What follows belongs to an exercise in optimizing a design on an open flow for small area, a short achievable clock period and few clock cycles per item; a production flow would make more cautious choices.
The RTL was checked by simulation tests, not by an equivalence proof against the original design.
No driver is modelled on the clock port, so clock power and skew are understated where the tree is cut down; a real chip needs a root buffer or a tree.
Power is estimated from default activity; no workload was simulated.

lane 1:
==> flow/design.v <==
package stackPkg;
    localparam int dataW = 8;
    localparam int addrW = 7;
    localparam int ringN = (1 << addrW) - 3;
    typedef enum logic [2:0] {
        opClear,
        opPush,
        opPop,
        opAdd,
        opSub
    } stackOp_t;
endpackage
`timescale 1ns/1ps
module stackTop (
    input logic clk,
    input logic arstN,
    input logic req,
    input stackPkg::stackOp_t op,
    input logic [stackPkg::dataW-1:0] value,
    output logic ack,
    output logic [stackPkg::dataW-1:0] topValue,
    output logic stackEmpty
);
    localparam int W = stackPkg::dataW;
    localparam int N = stackPkg::ringN;
    logic [W-1:0] top;
    logic [W-1:0] topOut;
    logic [W-1:0] topNext;
    logic topLoad;
    logic [W-1:0] second;
    logic [W-1:0] ring [0:N-1];
    logic pol;
    logic [3:0] pos;
    logic [3:0] posNext;
    logic [stackPkg::addrW-1:0] depth;
    logic nonEmpty;
    logic exec;
    logic isPush;
    logic isPop;
    logic isAdd;
    logic isSub;
    logic isClear;
    logic shrink;
    logic pendPush;
    logic pendShrink;
    logic pendClear;
    logic rotUp;
    logic rotDown;
    logic [W-1:0] third;
    logic [W-1:0] sumR;
    logic [W-1:0] diffR;
    logic [W-1:0] wrData;
    assign exec = req && !ack;
    assign isClear = exec && (op == stackPkg::opClear);
    assign isPush = exec && (op == stackPkg::opPush);
    assign isPop = exec && (op == stackPkg::opPop);
    assign isAdd = exec && (op == stackPkg::opAdd);
    assign isSub = exec && (op == stackPkg::opSub);
    assign shrink = isPop || isAdd || isSub;
    always_comb begin
        third = ({W{pos[0]}} & ring[N-1])
              | ({W{pos[1]}} & ring[0])
              | ({W{pos[2]}} & ring[1])
              | ({W{pos[3]}} & ring[2]);
        third = third ^ {W{pol}};
    end
    always_ff @(posedge clk) begin
        sumR <= second + top;
        diffR <= second - top;
    end
    assign wrData = ~(second ^ {W{pol}});
    always_comb begin
        if (pendPush) posNext = rotUp ? pos : {2'b00, pos[3:2]};
        else if (pendShrink) posNext = rotUp ? {pos[1:0], 2'b00} : pos;
        else posNext = rotUp ? {pos[2:0], 1'b0} : {1'b0, pos[3:1]};
    end
    always_ff @(posedge clk or negedge arstN) begin
        if (!arstN) begin
            ack <= 1'b0;
            depth <= '0;
            nonEmpty <= 1'b0;
            pol <= 1'b0;
            pos <= 4'b0010;
            rotUp <= 1'b1;
            rotDown <= 1'b0;
            pendPush <= 1'b0;
            pendShrink <= 1'b0;
            pendClear <= 1'b0;
        end else begin
            if (exec) ack <= 1'b1;
            else if (!req) ack <= 1'b0;
            pol <= !pol;
            pos <= posNext;
            rotUp <= posNext[0] || posNext[1];
            rotDown <= posNext[2] || posNext[3];
            pendPush <= isPush;
            pendShrink <= shrink;
            pendClear <= isClear;
            if (pendClear) depth <= '0;
            else if (pendPush) depth <= depth + 1'b1;
            else if (pendShrink) depth <= depth - 1'b1;
            if (isClear) nonEmpty <= 1'b0;
            else if (isPush) nonEmpty <= 1'b1;
            else if (shrink) nonEmpty <= (depth != 1);
        end
    end
    assign topLoad = isPush || isPop || isAdd || isSub;
    always_comb begin
        topNext = value;
        if (isPop) topNext = second;
        else if (isAdd) topNext = sumR;
        else if (isSub) topNext = diffR;
    end
    always_ff @(posedge clk) begin
        top <= topLoad ? topNext : topOut;
        topOut <= topLoad ? topNext : top;
        if (isPush) second <= top;
        else if (shrink) second <= third;
    end
    for (genvar i = 0; i < N; i++) begin : g_ring
        logic [W-1:0] fromBelow;
        logic [W-1:0] fromAbove;
        logic [W-1:0] rotated;
        assign fromBelow = ring[(i + N - 1) % N];
        assign fromAbove = ring[(i + 1) % N];
        assign rotated = ~((fromAbove | {W{rotUp}}) & (fromBelow | {W{rotDown}}));
        if (i == 0 || i == N - 1) begin : g_write
            logic wrHere;
            assign wrHere = isPush && ((i == 0) ? (pos[1] || pos[3]) : (pos[0] || pos[2]));
            always_ff @(posedge clk) begin
                ring[i] <= wrHere ? wrData : rotated;
            end
        end else begin : g_plain
            always_ff @(posedge clk) begin
                ring[i] <= rotated;
            end
        end
    end
    assign topValue = topOut;
    assign stackEmpty = !nonEmpty;
endmodule
==> flow/config.mk <==
export PLATFORM = sky130hd
export DESIGN_NAME = stackTop
export DESIGN_NICKNAME = stackTop
export VERILOG_FILES = /design/flow/design.v
export SDC_FILE = /design/flow/constraint.sdc
export NUM_CORES = 4
export LEC_CHECK = 0
export ABC_AREA = 1
export CAP_MARGIN = 20
export CORE_MARGIN = 2
export CORE_UTILIZATION = 40
export CTS_BUF_LIST = sky130_fd_sc_hd__clkbuf_16
export CTS_CLUSTER_DIAMETER = 80
export CTS_CLUSTER_SIZE = 30
export SETUP_SLACK_MARGIN = 3.6
export SLEW_MARGIN = 20
==> flow/constraint.sdc <==
create_clock -name core_clock -period 6.0 [get_ports {clk}]
set_input_delay 1.2000 -clock core_clock [delete_from_list [all_inputs] [get_ports {clk}]]
set_output_delay 1.2000 -clock core_clock [all_outputs]
set_load 0.01 [all_outputs]
run.sh (not shown) runs the stock make flow with config.mk's settings and CLKGATE_MAP_FILE= SYNTH_SCRIPT=/design/flow/synth_recipe.tcl, a recipe that flattens the netlist after the stock synthesis.
Testbench counts of lane 1, summed over its fixed seeds: cycles 24,000, items 12,000.
Here is what was changed in the inputs of lane 2 compared with lane 1.
# lane 1
export LEC_CHECK = 0
export ABC_AREA = 1
export CAP_MARGIN = 20
export CORE_MARGIN = 2
export CORE_UTILIZATION = 40
export CTS_BUF_LIST = sky130_fd_sc_hd__clkbuf_16
export CTS_CLUSTER_DIAMETER = 80
export CTS_CLUSTER_SIZE = 30
export SETUP_SLACK_MARGIN = 3.6
export SLEW_MARGIN = 20
create_clock -name core_clock -period 6.0 [get_ports {clk}]
# lane 2
export LEC_CHECK = 0
export ABC_AREA = 1
export CAP_MARGIN = 20
export CORE_MARGIN = 2
export CORE_UTILIZATION = 40
export SETUP_SLACK_MARGIN = 3.8
export SLEW_MARGIN = 20
create_clock -name core_clock -period 6.0 [get_ports {clk}]
==> flow/flow/run.sh (new file) <==
#!/bin/bash
set -euo pipefail
CTS="-sink_clustering_enable -repair_clock_nets -buf_list sky130_fd_sc_hd__clkbuf_16"
CTS="$CTS -dont_use_dummy_load -sink_clustering_size 30 -sink_clustering_max_diameter 80"
bash standard.sh "CTS_ARGS=$CTS" \
  "BUFFER_PORTS_ARGS=-buffer_cell sky130_fd_sc_hd__buf_4" finish > standard.log 2>&1
==> flow/standard.sh (new file) <==
#!/bin/bash
# synth_recipe.tcl (not shown) runs the flow's synth.tcl, then flattens the netlist and writes it again
# the make line also repeats each setting of config.mk as NAME=value (left out here)
make -C /OpenROAD-flow-scripts/flow DESIGN_CONFIG=/design/flow/config.mk WORK_HOME=/design/flow/orfs CLKGATE_MAP_FILE= SYNTH_SCRIPT=/design/flow/synth_recipe.tcl "${@:-finish}"
removed: flow/run.sh
==> comparison <==
Lane 2: total power 3.5% below lane 1
Compared with lane 1, lane 2 shows global-route wire length before repair that has gone down slightly.
Post-synthesis instance area: lane 2 vs lane 1 identical
Compared lane 1 against lane 2; insertion delay of the later-clocked pin in the worst-skew pair within noise.
In the reports for lane 2 and lane 1, the larger final critical-path setup slack belongs to lane 2.
Input changes introduced in lane 3 (baseline for comparison: lane 2):
==> flow/flow/run.sh <==
#!/bin/bash
# The standard layout (the standard.sh, standard synthesis unchanged), with these
# changes to how the layout is made:
# - port buffers are buf_4 cells; by default buffer_ports picks clkdlybuf4s50_1, a delay
#   cell of about 0.5 ns that repair_timing never swaps out on the input side;
# - clock tree: clkbuf_16 only, sink clusters of up to 30 flip-flops within 80 um, and no
#   dummy loads;
# - after CTS, noroot.tcl removes the tree's root buffer, which only fans out to the 4
#   buffers of the next level: the clock port drives those 4 pins directly.
# Each tool's full output goes to a log in the work folder (standard_cts.log,
# noroot.log, standard_finish.log); ORFS's per-step logs stay under orfs/logs/.
set -euo pipefail
CTS="-sink_clustering_enable -repair_clock_nets -buf_list sky130_fd_sc_hd__clkbuf_16"
CTS="$CTS -dont_use_dummy_load -sink_clustering_size 30 -sink_clustering_max_diameter 80"
ARGS=("CTS_ARGS=$CTS" "BUFFER_PORTS_ARGS=-buffer_cell sky130_fd_sc_hd__buf_4")
bash standard.sh "${ARGS[@]}" cts > standard_cts.log 2>&1
R="$PWD/orfs/results/$FLOW_PLATFORM/stackTop/base"
IN_ODB="$R/4_cts.odb" OUT_ODB="$R/4_cts.odb" openroad -no_init -exit flow/noroot.tcl > noroot.log 2>&1
bash standard.sh "${ARGS[@]}" finish > standard_finish.log 2>&1
==> flow/flow/noroot.tcl (new file) <==
read_db $::env(IN_ODB)
set block [ord::get_db_block]
set clkNet [$block findNet clk]
set rootInst ""
foreach it [$clkNet getITerms] { set rootInst [$it getInst] }
set nLoads [llength [$clkNet getITerms]]
if {$nLoads != 1} { puts "noroot: clk feeds $nLoads pins, left as it is"; write_db $::env(OUT_ODB); exit 0 }
set master [[$rootInst getMaster] getName]
set outNet ""
foreach it [$rootInst getITerms] { if {[$it isOutputSignal]} { set outNet [$it getNet] } }
set loads {}
foreach it [$outNet getITerms] { if {[$it getInst] ne $rootInst} { lappend loads $it } }
if {[llength $loads] > 4 || ![string match "*clkbuf*" $master]} {
  puts "noroot: root $master drives [llength $loads] pins, left as it is"; write_db $::env(OUT_ODB); exit 0
}
puts "noroot: removing [$rootInst getName] ($master), clk now drives [llength $loads] pins"
foreach it $loads { $it disconnect; $it connect $clkNet }
foreach it [$rootInst getITerms] { $it disconnect }
odb::dbInst_destroy $rootInst
odb::dbNet_destroy $outNet
write_db $::env(OUT_ODB)
## What came out
- Lane 2 -> lane 3: filler-free cell count of the finished design flat
- The footprint of the multi-input gates was comparable across lane 3 and lane 2.
- From lane 2 to lane 3 the numbers moved as follows: met3 routed wirelength saw an increase, share of cell area taken by flip-flops and latches barely changed.
- Compared with lane 2, in lane 3 total of clock buffers placed in the layout shrank by about 2.3%; total power draw shrank by about 0.7%; cell-internal power shrank by 30 uW.
- Max-cap violation count: lane 3 vs lane 2 identical
- In terms of final area, lane 2 and lane 3 differ only marginally.
- Final core utilization: lane 3 vs lane 2 — no meaningful difference
- When the final numbers for lane 3 and lane 2 were put side by side, the clock power turned out to be smaller in lane 3.

## what the ideal ports hide
Ports are ideal in the flow. The routed layouts listed here were re-timed in OpenROAD.
Step 1 assumes that a clkbuf_16 drives the clock port and a buf_2 every other input.
Step 2 times the ports against the registers' clock, not the clock port: input delays grow and output delays shrink by t, the midpoint of the rising clock arrivals with the driver on.
a / b / c = no drivers / after step 1 / after step 2; a / b = the first two.
run	t, ns	setup slack, ns	hold WS [ns]	worst setup path after step 2	worst data-port slew with drivers (ns)
lane 1	0.678	3.622 / 3.559 / 3.064	0.411 / 0.411 / 0.411	input to register	0.04
lane 2	0.647	3.693 / 3.629 / 3.382	0.391 / 0.391 / 0.391	input to register	0.04
lane 3	0.522	3.871 / 3.745 / 3.559	0.394 / 0.394 / 0.394	input to register	0.04
After both steps every run listed still meets setup and hold. For lane 1, which loses most, drivers alone change the setup slack by -0.063 ns; drivers and shift together by -0.558 ns.
